What follows belongs to an exercise in optimizing a design on an open flow for small area, a short achievable clock period and few clock cycles; a production flow would make more cautious choices.
RTL that was checked went through simulation tests only; none was proved equivalent to the original.
No activity file was given, so power comes from the tool's default toggle rates.

lane 1:
## mac_array
module mac_array (
  input  logic        clk,
  input  logic        arst_n_in,
  input  logic        in_valid,
  output logic        in_ready,
  input  logic [63:0] a_in,
  input  logic [63:0] b_in,
  input  logic        in_last,
  input  logic        round_in,
  input  logic        sat_in,
  output logic        out_valid,
  input  logic        out_ready,
  output logic [63:0] out,
  output logic [3:0]  out_ovf
);
export LEC_CHECK = 0
export ABC_AREA = 1
export CAP_MARGIN = 20
export CORE_MARGIN = 2
export CORE_UTILIZATION = 40
export CTS_BUF_LIST = sky130_fd_sc_hd__clkbuf_4 sky130_fd_sc_hd__clkbuf_8
export SETUP_SLACK_MARGIN = 4.05
export SLEW_MARGIN = 20
create_clock -name core_clock -period 7.0 [get_ports {clk}]
standard.sh (not shown) runs the stock make flow with config.mk's settings and CLKGATE_MAP_FILE= SYNTH_SCRIPT=/design/flow/synth_recipe.tcl, a recipe that flattens the netlist after the stock synthesis.
==> flow/flow/run.sh <==
#!/bin/bash
# Standard layout flow, with the port buffers made from a regular buffer
# cell (the default pick is a delay cell). All tool output is in
# orfs/logs/ (per step) and in standard.log here.
set -euo pipefail
export BUFFER_PORTS_ARGS="-buffer_cell sky130_fd_sc_hd__buf_4"
bash standard.sh > standard.log 2>&1
Testbench counts of lane 1, summed over its fixed seeds: cycles 20,723.
Relative to lane 1, the following input files were edited for lane 2:
Settings: clearing CTS_BUF_LIST, which used to be sky130_fd_sc_hd__clkbuf_4 sky130_fd_sc_hd__clkbuf_8; swapping 40 for 55 in CORE_UTILIZATION.
==> flow/run.sh (new file) <==
#!/bin/bash
# synth_recipe.tcl (not shown) runs the flow's synth.tcl, then flattens the netlist and writes it again
# the make line also repeats each setting of config.mk as NAME=value (left out here)
make -C /OpenROAD-flow-scripts/flow DESIGN_CONFIG=/design/flow/config.mk WORK_HOME=/design/flow/orfs CLKGATE_MAP_FILE= SYNTH_SCRIPT=/design/flow/synth_recipe.tcl finish
removed: flow/flow/run.sh
removed: flow/standard.sh
==> comparison <==
- Lane 2 vs. lane 1: maximum level of the CTS H-tree lower; share of cell area taken by multi-input logic gates higher; buffer count excluding the clock tree in the final layout higher.
- Between lane 1 and lane 2, the highest fanout seen on the critical path does not differ in any meaningful way.
- Peak ir drop on the vdd network in lane 2 is 8.7% above lane 1.
- Compared with lane 1, in lane 2 overall routed net length fell by about 1.8%, global-route usage rose 7.0 points, combinational cell fraction of total power went up, met1 wire length fell by 3.1%.
- Of lane 2 and lane 1, the run reporting the lower final net count was lane 2.
Input-level comparison between lane 3 and lane 2:
Settings: CORE_UTILIZATION now 40, was 55; PLACE_DENSITY now 0.75, previously not set.
==> flow/flow/run.sh (new file) <==
#!/bin/bash
# Standard layout flow, with the port buffers made from a regular buffer
# cell (the default pick is a delay cell). All tool output is in
# orfs/logs/ (per step) and in standard.log here.
set -euo pipefail
export BUFFER_PORTS_ARGS="-buffer_cell sky130_fd_sc_hd__buf_4"
bash standard.sh > standard.log 2>&1
==> flow/standard.sh (new file) <==
#!/bin/bash
# synth_recipe.tcl (not shown) runs the flow's synth.tcl, then flattens the netlist and writes it again
# the make line also repeats each setting of config.mk as NAME=value (left out here)
make -C /OpenROAD-flow-scripts/flow DESIGN_CONFIG=/design/flow/config.mk WORK_HOME=/design/flow/orfs CLKGATE_MAP_FILE= SYNTH_SCRIPT=/design/flow/synth_recipe.tcl "${@:-finish}"
removed: flow/run.sh
[summary]
- Worst path buffer plus inverter count: lane 3 vs lane 2 up 1
- In the metrics for lane 3 and lane 2, the one carrying the higher total CTS buffers is lane 2.
- Re routed wire length: lane 3 is 4.1% up on lane 2.
- Relative to lane 2, the total power of the final layout measured on lane 3 has increased by a few percent.
- Switching power summed over all nets in lane 3 is about 4.5% above lane 2.
- Comparing switching power share of the total for lane 3 and lane 2, the smaller number came from lane 2.
- Between lane 3 and lane 2, it is lane 3 whose largest fanout on the critical path is higher, by 15.
- Of lane 3 and lane 2, it is lane 3 that has the higher final instance count without filler cells.
- Buffer count excluding the clock tree in the final layout: lane 3 and lane 2 compared, higher one is lane 3
- Per the comparison of lane 3 with lane 2, clock slew seen by the registers of the worst setup and hold paths held steady, well-tap cell count saw an increase.
### lane 3 -> lane 4
Settings: SETUP_SLACK_MARGIN: 4.05 -> 4.0; PLACE_DENSITY: 0.75 -> unset.
[summary]
Delta(number of detailed-route iterations in the first pass, lane 4 - lane 3) < 0. [compare] base=lane 3 new=lane 4: power now smaller, utilization after layout shows a reduction of 0.85 points, overall die area level. Total via count after detailed routing for lane 4: 2.7% down relative to lane 3. Sort lane 4 and lane 3 by routed wire length desc -> top: lane 3. On slew at the pin with the worst max-slew slack, the lower figure sits with lane 4, not lane 3. In lane 4, the non-clock buffer count came out 126 below the value in lane 3. As far as number of stages on the worst hold path goes, lane 3 and lane 4 are indistinguishable; the numbers are identical.

Another version of the RTL of mac_array (not shown whole).
Size in the first run: roughly 1,100 flip-flops, roughly 210 I/O pins, about 0.061 mm2 of cells after synthesis.
==> flow/config.mk <==
export PLATFORM = sky130hd
export DESIGN_NAME = mac_array
export DESIGN_NICKNAME = mac_array
export VERILOG_FILES = /design/flow/design.v
export SDC_FILE = /design/flow/constraint.sdc
export NUM_CORES = 4
export LEC_CHECK = 0
export ABC_AREA = 1
export CAP_MARGIN = 20
export CORE_MARGIN = 2
export CORE_UTILIZATION = 40
export CTS_CLUSTER_DIAMETER = 120
export CTS_CLUSTER_SIZE = 22
export SETUP_SLACK_MARGIN = 4.05
export SLEW_MARGIN = 20
==> flow/constraint.sdc <==
create_clock -name core_clock -period 7.0 [get_ports {clk}]
set_input_delay 1.4000 -clock core_clock [delete_from_list [all_inputs] [get_ports {clk}]]
set_output_delay 1.4000 -clock core_clock [all_outputs]
set_load 0.01 [all_outputs]
==> flow/flow/run.sh <==
#!/bin/bash
# Standard layout flow, with the port buffers made from a regular buffer
# cell (the default pick is a delay cell). All tool output is in
# orfs/logs/ (per step) and in standard.log here.
set -euo pipefail
export BUFFER_PORTS_ARGS="-buffer_cell sky130_fd_sc_hd__buf_4"
bash standard.sh > standard.log 2>&1
The starting point passed the timing, design-rule and antenna checks.
Testbench counts at the start, summed over its fixed seeds: cycles 20,723.
Then changed:
--- a/flow/config.mk
+++ b/flow/config.mk
@@ -12,2 +12,2 @@
-export CTS_CLUSTER_DIAMETER = 120
-export CTS_CLUSTER_SIZE = 22
+export CTS_CLUSTER_DIAMETER = 140
+export CTS_CLUSTER_SIZE = 26
Worst setup slack is about the same.
Die area is unchanged.
Synthesized cell count does not change.
Total power stays flat.
Design area is about the same.
Critical path depth climbs by 5.
Then changed:
--- a/flow/flow/run.sh
+++ b/flow/flow/run.sh
@@ -6 +6 @@
-export BUFFER_PORTS_ARGS="-buffer_cell sky130_fd_sc_hd__buf_4"
+export BUFFER_PORTS_ARGS="-buffer_cell sky130_fd_sc_hd__buf_1"
--- a/flow/config.mk
+++ b/flow/config.mk
@@ -12,2 +12,2 @@
-export CTS_CLUSTER_DIAMETER = 140
-export CTS_CLUSTER_SIZE = 26
+export CTS_CLUSTER_DIAMETER = 110
+export CTS_CLUSTER_SIZE = 18
Effect: Combinational power goes down by a few percent. Setup slack improves by 0.0080 ns. Via count hardly moves. Core utilization goes down by 0.27 points. Clock skew goes up by 0.0078 ns. Die area is unchanged.
Then changed:
--- a/flow/flow/run.sh
+++ b/flow/flow/run.sh
@@ -6 +6 @@
-export BUFFER_PORTS_ARGS="-buffer_cell sky130_fd_sc_hd__buf_1"
+export BUFFER_PORTS_ARGS="-buffer_cell sky130_fd_sc_hd__buf_2"
--- a/flow/config.mk
+++ b/flow/config.mk
@@ -12,2 +12,2 @@
-export CTS_CLUSTER_DIAMETER = 110
-export CTS_CLUSTER_SIZE = 18
+export CTS_CLUSTER_DIAMETER = 120
+export CTS_CLUSTER_SIZE = 22
What happened:
- setup slack degrades by 0.038 ns
- cell area hardly moves
- die area does not change
- combinational power hardly moves
- via count is lower by 0.32%
- utilization barely changes
- wire length is higher by 1.8%
- fmax is lower by 1.3%

JK:
mac_array, a different RTL version from the one above (not shown whole).
For scale: roughly 1100 flip-flops, about 210 I/O pins, roughly 0.062 sq mm of cells after synthesis.
Design mac_array, start of the top module:
module mac_array (
  input  logic        clk,
  input  logic        arst_n_in,
  input  logic        in_valid,
  output logic        in_ready,
  input  logic [63:0] a_in,
  input  logic [63:0] b_in,
  input  logic        in_last,
  input  logic        round_in,
  input  logic        sat_in,
  output logic        out_valid,
  input  logic        out_ready,
  output logic [63:0] out,
  output logic [3:0]  out_ovf
);
  localparam int unsigned RW = 68;   
  logic          busy_q, rdy2_q, take, take2, pop, o_free;
  logic          v0_q, l0_q, v1_q, l1_q, l2_q, done_q;
  logic          r0_q, s0_q, r1_q, s1_q, r2_q, s2_q, r3_q, s3_q;
  logic [1:0]    cnt_q, cnt_d;
  logic [RW-1:0] res, o_q;
  logic          ov_q;
  logic [RW-1:0] sk_q [2];
  logic [1:0]    sc_q;
  logic          rp_q, wp_q;
  assign take     = in_valid & ~busy_q;
  assign take2    = in_valid & rdy2_q;    
  assign in_ready = ~busy_q;
  assign pop      = ov_q & out_ready;
  assign o_free   = ~ov_q | out_ready;
  logic inc, dec;
  assign inc = take & in_last;
  assign dec = pop;
  always_comb begin
    case ({inc, dec})
      2'b10:   cnt_d = cnt_q + 2'd1;
      2'b01:   cnt_d = cnt_q - 2'd1;
      default: cnt_d = cnt_q;
    endcase
  end
  always_ff @(posedge clk or negedge arst_n_in) begin
    if (!arst_n_in) begin
      busy_q  <= 1'b0;
      rdy2_q  <= 1'b1;
      cnt_q   <= 2'd0;
      v0_q    <= 1'b0;
      l0_q    <= 1'b0;
      v1_q    <= 1'b0;
      l1_q    <= 1'b0;
      l2_q    <= 1'b0;
      done_q  <= 1'b0;
    end else begin
      busy_q  <= ~dec & (busy_q | ((cnt_q == 2'd2) & in_valid & in_last));
      rdy2_q  <= dec | (rdy2_q & ~((cnt_q == 2'd2) & in_valid & in_last));
      cnt_q   <= cnt_d;
      v0_q    <= take;
      l0_q    <= take & in_last;
      v1_q    <= v0_q;
      l1_q    <= l0_q;
      l2_q    <= l1_q;
      done_q  <= l2_q;
    end
  end
  always_ff @(posedge clk) begin
    r0_q <= round_in;
    s0_q <= sat_in;
    r1_q <= r0_q;
    s1_q <= s0_q;
  ...
Settings: LEC_CHECK=0, ABC_AREA=1, CAP_MARGIN=20, CORE_MARGIN=2, CORE_UTILIZATION=40, CTS_CLUSTER_DIAMETER=120, CTS_CLUSTER_SIZE=22, SETUP_SLACK_MARGIN=4.2, SLEW_MARGIN=20; clock period 7.0 ns.
==> flow/flow/run.sh <==
#!/bin/bash
# Standard layout flow, with the port buffers made from a regular buffer
# cell (the default pick is a delay cell). All tool output is in
# orfs/logs/ (per step) and in standard.log here.
set -euo pipefail
export BUFFER_PORTS_ARGS="-buffer_cell sky130_fd_sc_hd__buf_1"
bash standard.sh > standard.log 2>&1
JK reached the final stage; the timing, design-rule and antenna checks on its layout passed.
diff inputs: JK => MS
--- a/flow/config.mk
+++ b/flow/config.mk
@@ -14 +14 @@
-export SETUP_SLACK_MARGIN = 4.2
+export SETUP_SLACK_MARGIN = 4.05
==> comparison <==
- In summary, MS completed successfully, with a layout that passed the timing, design-rule and antenna checks.
- On latest clock arrival within the worst-skew pair, JK and MS are neck and neck.
- Side by side, worst hold slack turned out lower in MS than in JK.
- Relative to JK, the total half-perimeter wirelength after legalization and detailed placement of MS is lower by 0.67%.
- As far as setup skew after layout is concerned, MS and JK perform about the same.
- JK reports its category of the most critical setup path as flop to flop while MS reports flop to output port.
- Re power: JK and MS aren't equal, and the higher value belongs to JK.
- Taking JK as the reference, in MS flip-flop and latch count has remained practically unchanged, final critical-path required period has increased, area taken by flip-flops and latches has remained practically unchanged, area taken by multi-input logic gates has decreased.
- JK → MS: number of antenna violations at the first check in global routing +1; first-pass GRT wire length shows an increase of 2.0 mm.
No run of this note included a check of the RTL's function; only the layout flow was run.

what the ideal ports hide:
In the flow no input, the clock included, has a driving cell. The finished layouts below were timed again as built, in two steps.
Step 1 assumes that a clkbuf_16 drives the clock port and a buf_2 every other input.
Step 2 times the ports against the registers' clock, not the clock port: input delays grow and output delays shrink by t, the midpoint of the rising clock arrivals with the driver on.
Slacks: ideal / step 1 / step 2; pairs: ideal / step 1.
run | t, ns | slack for setup (ns) | hold WS [ns] | worst slew at a driven data input, ns
lane 1 | 0.965 | 3.941 / 3.871 / 4.071 | 0.327 / 0.296 / 0.327 | 0.05
lane 2 | 0.769 | 4.098 / 4.025 / 3.514 | 0.326 / 0.326 / 0.326 | 0.07
lane 3 | 0.806 | 4.040 / 4.040 / 3.725 | 0.327 / 0.327 / 0.327 | 0.07
lane 4 | 0.808 | 4.032 / 4.004 / 3.654 | 0.310 / 0.310 / 0.310 | 0.08
the first run of note 2 | 0.761 | 4.109 / 4.089 / 3.703 | 0.338 / 0.338 / 0.338 | 0.07
the second run of note 2 | 0.746 | 4.108 / 4.108 / 3.700 | 0.339 / 0.339 / 0.339 | 0.07
the third run of note 2 | 0.732 | 4.116 / 4.109 / 3.988 | 0.328 / 0.328 / 0.328 | 0.05
the fourth run of note 2 | 0.764 | 4.078 / 4.078 / 3.990 | 0.335 / 0.335 / 0.335 | 0.05
JK | 0.767 | 4.147 / 4.108 / 3.787 | 0.334 / 0.334 / 0.334 | 0.07
MS | 0.768 | 4.088 / 4.014 / 3.566 | 0.330 / 0.330 / 0.330 | 0.05
After both steps every run listed still meets setup and hold. The setup slack of lane 2, which loses most, moves by -0.073 ns with the drivers and by -0.584 ns with both steps.
